What follows belongs to an exercise in optimizing a design on an open flow for small area and a short achievable clock period; a production flow would make more cautious choices.
No activity file was given, so power comes from the tool's default toggle rates.

==> flow/design.v (excerpt) <==
module jpeg_fb_writer #(
  parameter int unsigned       ADDR_W    = 32,
  parameter logic [ADDR_W-1:0] BASE_ADDR = 32'h0010_0000,
  parameter int unsigned       PIX_FMT   = 0
) (
  input  logic              clk,
  input  logic              reset,
  input  logic              in_valid_i,
  input  logic [15:0]       in_width_i,
  input  logic [15:0]       in_height_i,
  input  logic [15:0]       in_x_i,
  input  logic [15:0]       in_y_i,
  input  logic [7:0]        in_r_i,
  input  logic [7:0]        in_g_i,
  input  logic [7:0]        in_b_i,
  output logic              in_accept_o,
  output logic              wr_valid_o,
  output logic [ADDR_W-1:0] wr_addr_o,
  output logic [31:0]       wr_data_o,
  output logic [3:0]        wr_strb_o,
  input  logic              wr_ready_i,
  output logic              frame_done_o,
  output logic              busy_o,
  output logic [15:0]       crop_count_o,
  output logic              geom_err_o
);
For scale: about 1500 cells after synthesis, ~17000 um^2 of cells after synthesis.
clock: 9.0 ns
lec_check: 0
cap_margin: 20
core_margin: 2
core_utilization: 40
cts_buf_list: sky130_fd_sc_hd__clkbuf_4 sky130_fd_sc_hd__clkbuf_8
setup_slack_margin: 4.3
slew_margin: 20
synth_hierarchical: 1
standard.sh (not shown) runs the stock make flow with config.mk's settings and CLKGATE_MAP_FILE= SYNTH_SCRIPT=/design/flow/synth_recipe.tcl, a recipe that flattens the netlist after the stock synthesis.
==> flow/flow/run.sh <==
#!/bin/bash
# Own layout flow: the standard flow, with plain buf_1 cells as the port buffers
# (instead of the delay-cell buffer the resizer picks by default). Every port still gets
# its own buffer. The full make output goes to std_flow.log in the work folder.
set -euo pipefail
export BUFFER_PORTS_ARGS="-buffer_cell sky130_fd_sc_hd__buf_1"
bash standard.sh finish > std_flow.log 2>&1
Next try:
--- a/flow/design.v
+++ b/flow/design.v
@@ -17,21 +17,21 @@
   output logic              wr_valid_o,
   output logic [ADDR_W-1:0] wr_addr_o,
   output logic [31:0]       wr_data_o,
   output logic [3:0]        wr_strb_o,
   input  logic              wr_ready_i,
   output logic              frame_done_o,
   output logic              busy_o,
   output logic [15:0]       crop_count_o,
   output logic              geom_err_o
 );
-  localparam int L = 14;   
+  localparam int L = 12;   
   logic        active_q, start_pend_q, frame_done_q, geom_err_q;
   logic        s1_valid_q, s1_crop_q, wr_valid_q, strb_q;
   logic [15:0] s1_x_q;
   logic [7:0]  s1_one_q, s1_two_q, s1_neg_q;   
   logic        s1_y15_q;
   logic [7:0]  enc_one, enc_two, enc_neg;
   logic [16:0] y_ext;
   logic [23:0] s1_rgb_q;
   logic [L-1:0]  wr_lo_q;
   logic          wr_c_q;
@@ -522,25 +522,26 @@
     if (wr_load) begin
       wr_lo_q  <= lo_sum[L-1:0];
       wr_c_q   <= lo_sum[L];
       wr_a_q   <= mra[29:L];
       wr_b_q   <= mrb[29:L];
       wr_rgb_q <= s1_rgb_q;
     end
     if (start_ok) begin
       wn_q  <= ~in_width_i;
       h_q   <= in_height_i;
+      col_q <= w_used;
+      row_q <= in_height_i;
+    end else if (count) begin
+      col_q <= col_last ? w_used : col_q - 16'd1;
+      if (col_last) row_q <= row_q - 16'd1;
     end
-    if (start_ok | count)
-      col_q <= (!count | col_last) ? w_used : col_q - 16'd1;
-    if (start_ok | (count & col_last))
-      row_q <= count ? row_q - 16'd1 : in_height_i;
   end
   always_ff @(posedge clk) begin
     if (!reset) begin
       active_q     <= 1'b0;
       start_pend_q <= 1'b0;
       frame_done_q <= 1'b0;
       geom_err_q   <= 1'b0;
       s1_valid_q   <= 1'b0;
       wr_valid_q   <= 1'b0;
       strb_q       <= 1'b0;
@@ -553,35 +554,35 @@
         geom_err_q <= 1'b1;
       s1_valid_q   <= s1_valid_d;
       wr_valid_q   <= wr_valid_d;
       if (wr_load) strb_q <= 1'b1;
       if (start_ok)
         crop_cnt_q <= 16'd0;
       else if (en & s1_valid_q & s1_crop_q & (crop_cnt_q != 16'hFFFF))
         crop_cnt_q <= crop_cnt_q + 16'd1;
     end
   end
-  jfw_cpa_hi u_hi (.a(wr_a_q), .b(wr_b_q), .ci(wr_c_q), .en(strb_q), .s(hi_sum));
+  jfw_cpa_hi u_hi (.a(wr_a_q), .b(wr_b_q), .ci(wr_c_q), .s(hi_sum));
   jfw_accept u_acc (.wr_valid(wr_valid_q), .wr_ready(wr_ready_i), .accept(in_accept_o));
   assign wr_valid_o   = wr_valid_q;
-  assign wr_addr_o    = {hi_sum, strb_q ? wr_lo_q : {L{1'b0}}, 2'b00};
+  assign wr_addr_o    = strb_q ? {hi_sum, wr_lo_q, 2'b00} : 32'd0;
   assign wr_data_o    = strb_q ? {8'h00, wr_rgb_q} : 32'd0;
   assign wr_strb_o    = {4{strb_q}};
   assign frame_done_o = frame_done_q;
   assign busy_o       = active_q | frame_done_q | s1_valid_q | wr_valid_q | start_pend_q;
   assign crop_count_o = crop_cnt_q;
   assign geom_err_o   = geom_err_q;
 endmodule
-module jfw_cpa_hi (input logic [29:14] a, b, input logic ci, en, output logic [29:14] s);
-  logic [30-14:0] t;
-  assign t = {a & {(30-14){en}}, 1'b1} + {b & {(30-14){en}}, ci & en};
-  assign s = t[30-14:1];
+module jfw_cpa_hi (input logic [29:12] a, b, input logic ci, output logic [29:12] s);
+  logic [30-12:0] t;
+  assign t = {a, 1'b1} + {b, ci};
+  assign s = t[30-12:1];
 endmodule
 module jfw_accept (input logic wr_valid, wr_ready, output logic accept);
   assign accept = !wr_valid | wr_ready;
 endmodule
 module jfw_fa (input logic a, b, c, output logic s, co);
   assign s  = a ^ b ^ c;
   assign co = (a & b) | (c & (a ^ b));
 endmodule
 module jfw_ha (input logic a, b, output logic s, co);
   assign s  = a ^ b;
What happened: The changed run went through all stages and came out clean. Combinational power grows by about 4%. Wire length went down by 1.9%. Power rose by 4.8%. Setup slack gains 7.3 ps. Via count shrinks by 1.2%. Hold slack gets worse by 9.2 ps.
No run of this note included a check of the RTL's function; only the layout flow was run.

[static timing again, ports no longer ideal]
How much do the figures lean on ideal ports? The routed layouts below were timed once more, with nothing changed but the port constraints. Step 1 (the two cells are an assumption about what drives the block):
set clk [get_ports {clk}]
set_driving_cell -lib_cell sky130_fd_sc_hd__clkbuf_16 $clk
set_driving_cell -lib_cell sky130_fd_sc_hd__buf_2 [delete_from_list [all_inputs] $clk]
Step 2 times the ports against the registers' clock, not the clock port: input delays grow and output delays shrink by t, the midpoint of the rising clock arrivals with the driver on. a / b / c = ideal ports / drivers / drivers and shift; a / b = the first two.
run | t (ns) | setup WS [ns] | worst slew at a driven data input, ns | cell pins on the clock port's net
the first run | 0.631 | 4.371 / 4.323 / 4.055 | 0.07 | 1
the second run | 0.639 | 4.378 / 4.326 / 4.061 | 0.07 | 1
After both steps setup and hold are still met in every run listed. The setup slack of the second run, which loses most, moves by -0.052 ns with the drivers and by -0.317 ns with both steps.
